From an optimization exercise on the open Yosys and OpenROAD flow, aimed at small area, a short achievable clock period and few clock cycles per item; shortcuts taken in it are not production practice.
Only simulation tests tie the RTL to the original design; equivalence was not proved.
Power and IR drop assume default switching activity.

[flow/design.v]
package dmem_pkg;
  typedef enum logic [1:0] {
    CLEAR = 2'd0,
    IDLE  = 2'd1,
    BUSY  = 2'd2
  } dmem_state_t;
  localparam int DMEM_DW      = 8;
  localparam int DMEM_AW      = 8;
  localparam int DMEM_LATENCY = 1;
endpackage
import dmem_pkg::*;
module dmem_array #(
  parameter int DW    = DMEM_DW,
  parameter int DEPTH = 2 ** DMEM_AW,
  parameter int IW    = (DEPTH <= 2) ? 1 : $clog2(DEPTH)
) (
  input  logic          clk,
  input  logic          we,
  input  logic [IW-1:0] addr,
  input  logic [DW-1:0] wdata,
  output logic [DW-1:0] rdata
);
  logic [DW-1:0] mem [DEPTH];
  always_ff @(posedge clk) begin
    if (we) mem[addr] <= wdata;
  end
  assign rdata = mem[addr];
endmodule
import dmem_pkg::*;
module data_mem_ctrl #(
  parameter int DW      = DMEM_DW,
  parameter int AW      = DMEM_AW,
  parameter int DEPTH   = 2 ** AW,
  parameter int LATENCY = DMEM_LATENCY
) (
  input  logic          CLK,
  input  logic          Reset,
  input  logic          Req,
  input  logic          WriteEn,
  input  logic [AW-1:0] Addr,
  input  logic [DW-1:0] DataIn,
  output logic          Ready,
  output logic          Done,
  output logic [DW-1:0] DataOut,
  output logic          AddrErr
);
  localparam int IW = (DEPTH <= 2) ? 1 : $clog2(DEPTH);
  localparam int CW = (LATENCY <= 2) ? 1 : $clog2(LATENCY);
  dmem_pkg::dmem_state_t state;
  dmem_pkg::dmem_state_t state_nxt;
  logic [IW-1:0] clr_ptr;
  logic [CW-1:0] cnt;
  logic [AW-1:0] req_addr;
  logic          req_we;
  logic [DW-1:0] req_data;
  logic          req_oob;
  logic          last_clr;
  logic          cnt_zero;
  logic          arr_we;
  logic [IW-1:0] arr_addr;
  logic [DW-1:0] arr_wdata;
  logic [DW-1:0] arr_rdata;
  generate
    if (DEPTH == 2 ** AW) begin : g_full
      assign req_oob = 1'b0;
    end else begin : g_partial
      assign req_oob = (req_addr >= AW'(DEPTH));
    end
  endgenerate
  assign last_clr = (clr_ptr == IW'(DEPTH - 1));
  assign cnt_zero = (cnt == '0);
  always_ff @(posedge CLK) begin
    if (Reset) state <= CLEAR;
    else       state <= state_nxt;
  end
  always_comb begin
    state_nxt = state;
    case (state)
      CLEAR:   if (last_clr) state_nxt = IDLE;
      IDLE:    if (Req)      state_nxt = BUSY;
      BUSY:    if (cnt_zero) state_nxt = IDLE;
      default:               state_nxt = CLEAR;
    endcase
  end
  always_comb begin
    Ready     = 1'b0;
    arr_we    = 1'b0;
    arr_addr  = req_addr[IW-1:0];
    arr_wdata = req_data;
    case (state)
      CLEAR: begin
        arr_we    = ~Reset;
        arr_addr  = clr_ptr;
        arr_wdata = '0;
      end
      IDLE: begin
        Ready = 1'b1;
      end
      BUSY: begin
        arr_we = ~Reset & cnt_zero & req_we & ~req_oob;
      end
      default: begin
        Ready = 1'b0;
      end
    endcase
  end
  always_ff @(posedge CLK) begin
    if (Reset) begin
      clr_ptr  <= '0;
      cnt      <= '0;
      req_addr <= '0;
      req_we   <= 1'b0;
      req_data <= '0;
      Done     <= 1'b0;
      AddrErr  <= 1'b0;
      DataOut  <= '0;
    end else begin
      Done    <= 1'b0;
      AddrErr <= 1'b0;
      case (state)
        CLEAR: begin
          clr_ptr <= last_clr ? '0 : clr_ptr + 1'b1;
        end
        IDLE: begin
          if (Req) begin
            req_addr <= Addr;
            req_we   <= WriteEn;
            req_data <= DataIn;
            cnt      <= CW'(LATENCY - 1);
          end
        end
        BUSY: begin
          if (!cnt_zero) begin
            cnt <= cnt - 1'b1;
          end else begin
            Done    <= 1'b1;
            AddrErr <= req_oob;
            if (!req_we) DataOut <= req_oob ? '0 : arr_rdata;
          end
        end
        default: begin
          clr_ptr <= '0;
        end
      endcase
    end
  end
  dmem_array #(
    .DW    (DW),
    .DEPTH (DEPTH),
    .IW    (IW)
  ) u_array (
    .clk   (CLK),
    .we    (arr_we),
    .addr  (arr_addr),
    .wdata (arr_wdata),
    .rdata (arr_rdata)
  );
endmodule
[flow/run.sh]
#!/bin/bash
# synth_recipe.tcl (not shown) runs the flow's synth.tcl, then flattens the netlist and writes it again
# the make line also repeats each setting of config.mk as NAME=value (left out here)
make -C /OpenROAD-flow-scripts/flow DESIGN_CONFIG=/design/flow/config.mk WORK_HOME=/design/flow/orfs CLKGATE_MAP_FILE= SYNTH_SCRIPT=/design/flow/synth_recipe.tcl finish
[flow/config.mk]
export PLATFORM = sky130hd
export DESIGN_NAME = data_mem_ctrl
export DESIGN_NICKNAME = data_mem_ctrl
export VERILOG_FILES = /design/flow/design.v
export SDC_FILE = /design/flow/constraint.sdc
export NUM_CORES = 4
export LEC_CHECK = 0
export CAP_MARGIN = 20
export CORE_MARGIN = 2
export CORE_UTILIZATION = 40
export SLEW_MARGIN = 20
[flow/constraint.sdc]
create_clock -name core_clock -period 5.0 [get_ports {CLK}]
set_input_delay 1.0000 -clock core_clock [delete_from_list [all_inputs] [get_ports {CLK}]]
set_output_delay 1.0000 -clock core_clock [all_outputs]
set_load 0.01 [all_outputs]
==> results_dict.tcl <==
set metrics [dict create \
    outcome "timing/DRC/antenna clean" \
    path_clk_slew_ns 0.06 \
    die_h_microns 452 \
    synth_compound_area_share_pct 3.62 \
    power_density_mw_per_mm2 455 \
    switchingPower_mw 11.2 \
    fin_crit_sh_pct 91.3 \
    grt_pass1_wl_mm 291 \
    cts-htree-levels 4 \
    clkLatencyLatePin_ns 0.85 \
    fin_nets 4168 \
    grt_max_degree 197 \
    drc 0 \
    intPower_mw 30.4 \
    cts_tree "done" \
    drive_above_1_share_pct 24.4 \
    initial_core_util_pct 40.2 \
    antenna_found_initial 5 \
    endpoint_kind "flip-flop" \
    peakVddDrop_uv 423 \
    die_area_sq_mm 0.204 \
    cts_buffers 205 \
    fill_cells 16600 \
    place_congestion 0.803 \
    syn_avg_cell_area_sq_um 20.7 \
    wirelength_mm 200 \
    p_clk_share_pct 35.0 \
    p_total_mw 41.7 \
    ys_types 48 \
    fmax_ghz 0.219 \
    ys.flop_type "edfxtp_1" \
    worstPathCellList "inv_1 > ha_2 > buf_4 > mux2_8 > buf_12 > mux4_2 > a22oi_1 > a21oi_1 > o41ai_1 > and3_1 > a311oi_1" \
    min_path_type "reg2reg" \
    cp_data_required_time_ns 5.67 \
    via_per_inst 5.73 \
    p_comb_share_pct 18.9 \
    slew_headroom_pct 13.5 \
    critPathLaunchType "flip-flop" \
    antenna_cells 0 \
    power_frac_seq_pct 46.1 \
    crit_path_top_delay_cell "o41ai_1" \
    die_w_microns 452 \
    period_minus_slack_ns 4.57 \
    ys_warn_count 2 \
    cp.arrival_ns 5.24 \
    hold_violations 0 \
    async_flop_share_pct 0 \
    ys_seq_area_share_pct 77.4 \
    drt_first_pass_iters 5 \
    ctsResizeCount 0 \
    drt_iter0_drc 4444 \
    core_area_sq_mm 0.200 \
    grt_overflow_total 0 \
    design_area_sq_mm 0.0916 \
    synthAdderAreaFrac_pct 0.0779 \
    synth_mux_area_share_pct 14.2 \
    critPathMaxStageDelay_ns 0.85 \
    ys_ff_latch 2084 \
    grt_pass1_vias 40500 \
    cap_violations 0 \
    power_leakage_nw 32.0 \
    final-seq-area_sq_mm 0.0622 \
    ant_nets 0 \
    dpl.hpwl_mm 120 \
    grt_usage_pct 19.5 \
    clock-sinks 2084 \
    fin_skew_ns 0.0443 \
    hold_buffers 0 \
    netlist_area_sq_mm 0.0803 \
    drv_slew 0 \
    setup_viol 0 \
    multiInputGateArea_sq_mm 0.0170 \
    clockBufferDepth 3 \
    dr_total_vias 39900 \
    post_cts.repair.setup_buffers 0 \
    syn_inst 3889 \
    yosys.area_share.simple_pct 2.92 \
    io_buffers 29 \
    routedWlPerCell_microns 28.7 \
    synth_top_family_by_area "multiplexers" \
    boundaryPins 31 \
    area_growth_pct 14.1 \
    tightest_slew_ns 1.30 \
    floorplan.rows 164 \
    yosys.area_share.xor_xnor_pct 0.0654 \
    path_max_fanout 43 \
    rsz0062_at_grt "false" \
    critPathKind "reg2reg" \
    cts_root_buf "clkbuf_16" \
    synth-edff-count 2048 \
    switching_share_pct 27.0 \
    syn_nets 3914 \
    place_area_sq_mm 0.0854 \
]
## final timing paths
path	slack, ns	end	depth (start not counted)	startpoint
max	0.43	DataOut[5]	11	state[0]
max reg2reg	0.43	DataOut[5]	11	state[0]
min reg2reg	0.46	req_data[6]	2	req_data[6]
min	0.46	req_data[6]	2	req_data[6]
## per-stage QoR
stage	hold slack (ns)	util, %	std cells	setup slack, ns	TNS, ns
6_report	0.457	45.9	6961	0.433	0
5_1_grt	0.477	45.9	6961	0.189	0
4_1_cts	0.458	45.9	6961	0.0818	0
3_5_place_dp	0.450	42.8	6592	0.101	0
3_3_place_gp	0.451	42.7	6590	0.0484	0
2_1_floorplan	0.432	-	3889	-1.08	-2213.71
## state kept, by name (all words and copies together) (netlist names)
| register | cells |
|---|---|
| DataOut | 8 |
| Done | 1 |
| clr_ptr | 8 |
| req_addr | 8 |
| req_data | 8 |
| req_we | 1 |
| state | 2 |
| u_array.mem | 2048 |
## Yosys cell counts (5+ instances only)
| library cell | n | area share (%) |
|---|---|---|
| a21oi_1 | 141 | 0.88 |
| a22oi_1 | 160 | 1.5 |
| a311oi_1 | 8 | 0.087 |
| a31oi_1 | 22 | 0.17 |
| a41oi_1 | 24 | 0.26 |
| and3_1 | 7 | 0.054 |
| buf_1 | 25 | 0.12 |
| buf_2 | 59 | 0.37 |
| buf_4 | 29 | 0.27 |
| buf_6 | 26 | 0.36 |
| clkbuf_1 | 111 | 0.52 |
| dfxtp_1 | 36 | 0.90 |
| edfxtp_1 | 2048 | 77 |
| ha_1 | 5 | 0.078 |
| inv_1 | 6 | 0.028 |
| mux2i_1 | 54 | 0.67 |
| mux4_2 | 482 | 14 |
| nand2_1 | 223 | 1.0 |
| nand2b_1 | 6 | 0.047 |
| nand3_1 | 8 | 0.050 |
| nor2_1 | 238 | 1.1 |
| nor2b_1 | 11 | 0.086 |
| nor3_1 | 51 | 0.32 |
| o21ai_0 | 11 | 0.069 |
| o22ai_1 | 26 | 0.20 |
| o41ai_1 | 26 | 0.28 |
## critical path: cells and delay by family (launching register included)
family,cells,cell delay (ns)
AOI/OAI and AO/OA,4,1.59
adders and majority gates,1,0.22
buffers and inverters,3,0.63
DFF,1,0.38
muxes,2,1.04
and+or+nand+nor,1,0.43
## power groups by stage
| stage | sequential, mW | clock (mW) | combinational [mW] |
|---|---|---|---|
| detailed placement | 19.6 | 0 | 8.00 |
| finish | 19.2 | 14.6 | 7.89 |
| global placement | 19.6 | 0 | 7.96 |
| CTS | 19.2 | 14.8 | 8.01 |
| global route | 19.2 | 15.5 | 8.37 |
| floorplan | 19.6 | 0 | 5.41 |
## metal layers
| layer | share of wire (%) | wire (microns) | global-route usage (%) | vias to the layer above |
|---|---|---|---|---|
| met5 | 0.014 | 27 | 0 | - |
| met4 | 3.1 | 6140 | 6.28 | 4 |
| met3 | 6.8 | 13700 | 3.58 | 326 |
| met2 | 48 | 96400 | 31.0 | 1476 |
| met1 | 42 | 83400 | 27.3 | 21400 |
| li1 | - | - | - | 16600 |
## cell type report
type / instances / area share [%]
Clock buffer: 268 / 5.96
Clock inverter: 101 / 0.887
Inverter: 6 / 0.0246
Multi-Input combinational cell: 1549 / 18.5
Sequential cell: 2084 / 67.9
Tap cell: 2656 / 3.63
Timing Repair Buffer: 297 / 3.10
## placed cells by master (no fill, tap or decap), drive strengths merged, types with 6 or more instances in the layout
master	instances
mux2i	54
edfxtp	2048
clkdlybuf4s50	29
a21oi	141
and3	7
nand2b	6
nor2	238
bufinv	9
clkinv	80
a41oi	24
nor3	51
o22ai	26
o41ai	30
dfxtp	36
buf	268
clkbuf	268
nor2b	11
nand3	8
a311oi	8
inv	14
a31oi	22
a22oi	160
mux4	482
o21ai	13
nand2	223
## cell families (layout without fill, tap and decap cells)
kind of cell             Yosys count  count (layout)
AO/OA/AOI/OAI                    432             432
other                              1               1
adder cells (fa/ha/maj)            5               5
flip-flops                      2084            2084
multiplexers                     538             538
XOR/XNOR                           6               6
AND/OR/NAND/NOR                  567             567
buffers and inverters            256             672
Testbench counts, summed over its fixed seeds: cycles 18,440, items 8,192.

-- port drivers added, routing unchanged --
How much do the figures lean on ideal ports? The routed layout below was timed once more, with nothing changed but the port constraints.
Step 1 sets driving cells, clkbuf_16 on the clock port and buf_2 on the other inputs (assumed; they add their load-dependent delay and slew).
Step 2 moves the port delays by t, midway between the first and last clock arrival at a register: inputs arrive t later, outputs are due t later. That takes back most of the time a late clock gives input paths.
Slacks: ideal ports / drivers / drivers and shift; pairs: ideal ports / drivers.
t, ns: 0.909
slack for setup (ns): 0.433 / 0.433 / 0.433
hold WS [ns]: 0.457 / 0.457 / 0.457
worst setup path at the end: register to register
worst register clock-pin slew, ns: 0.07 / 0.07
After both steps setup and hold are still met in this run. The setup slack of this run moves by 0.000 ns with the drivers and by 0.000 ns with both steps.
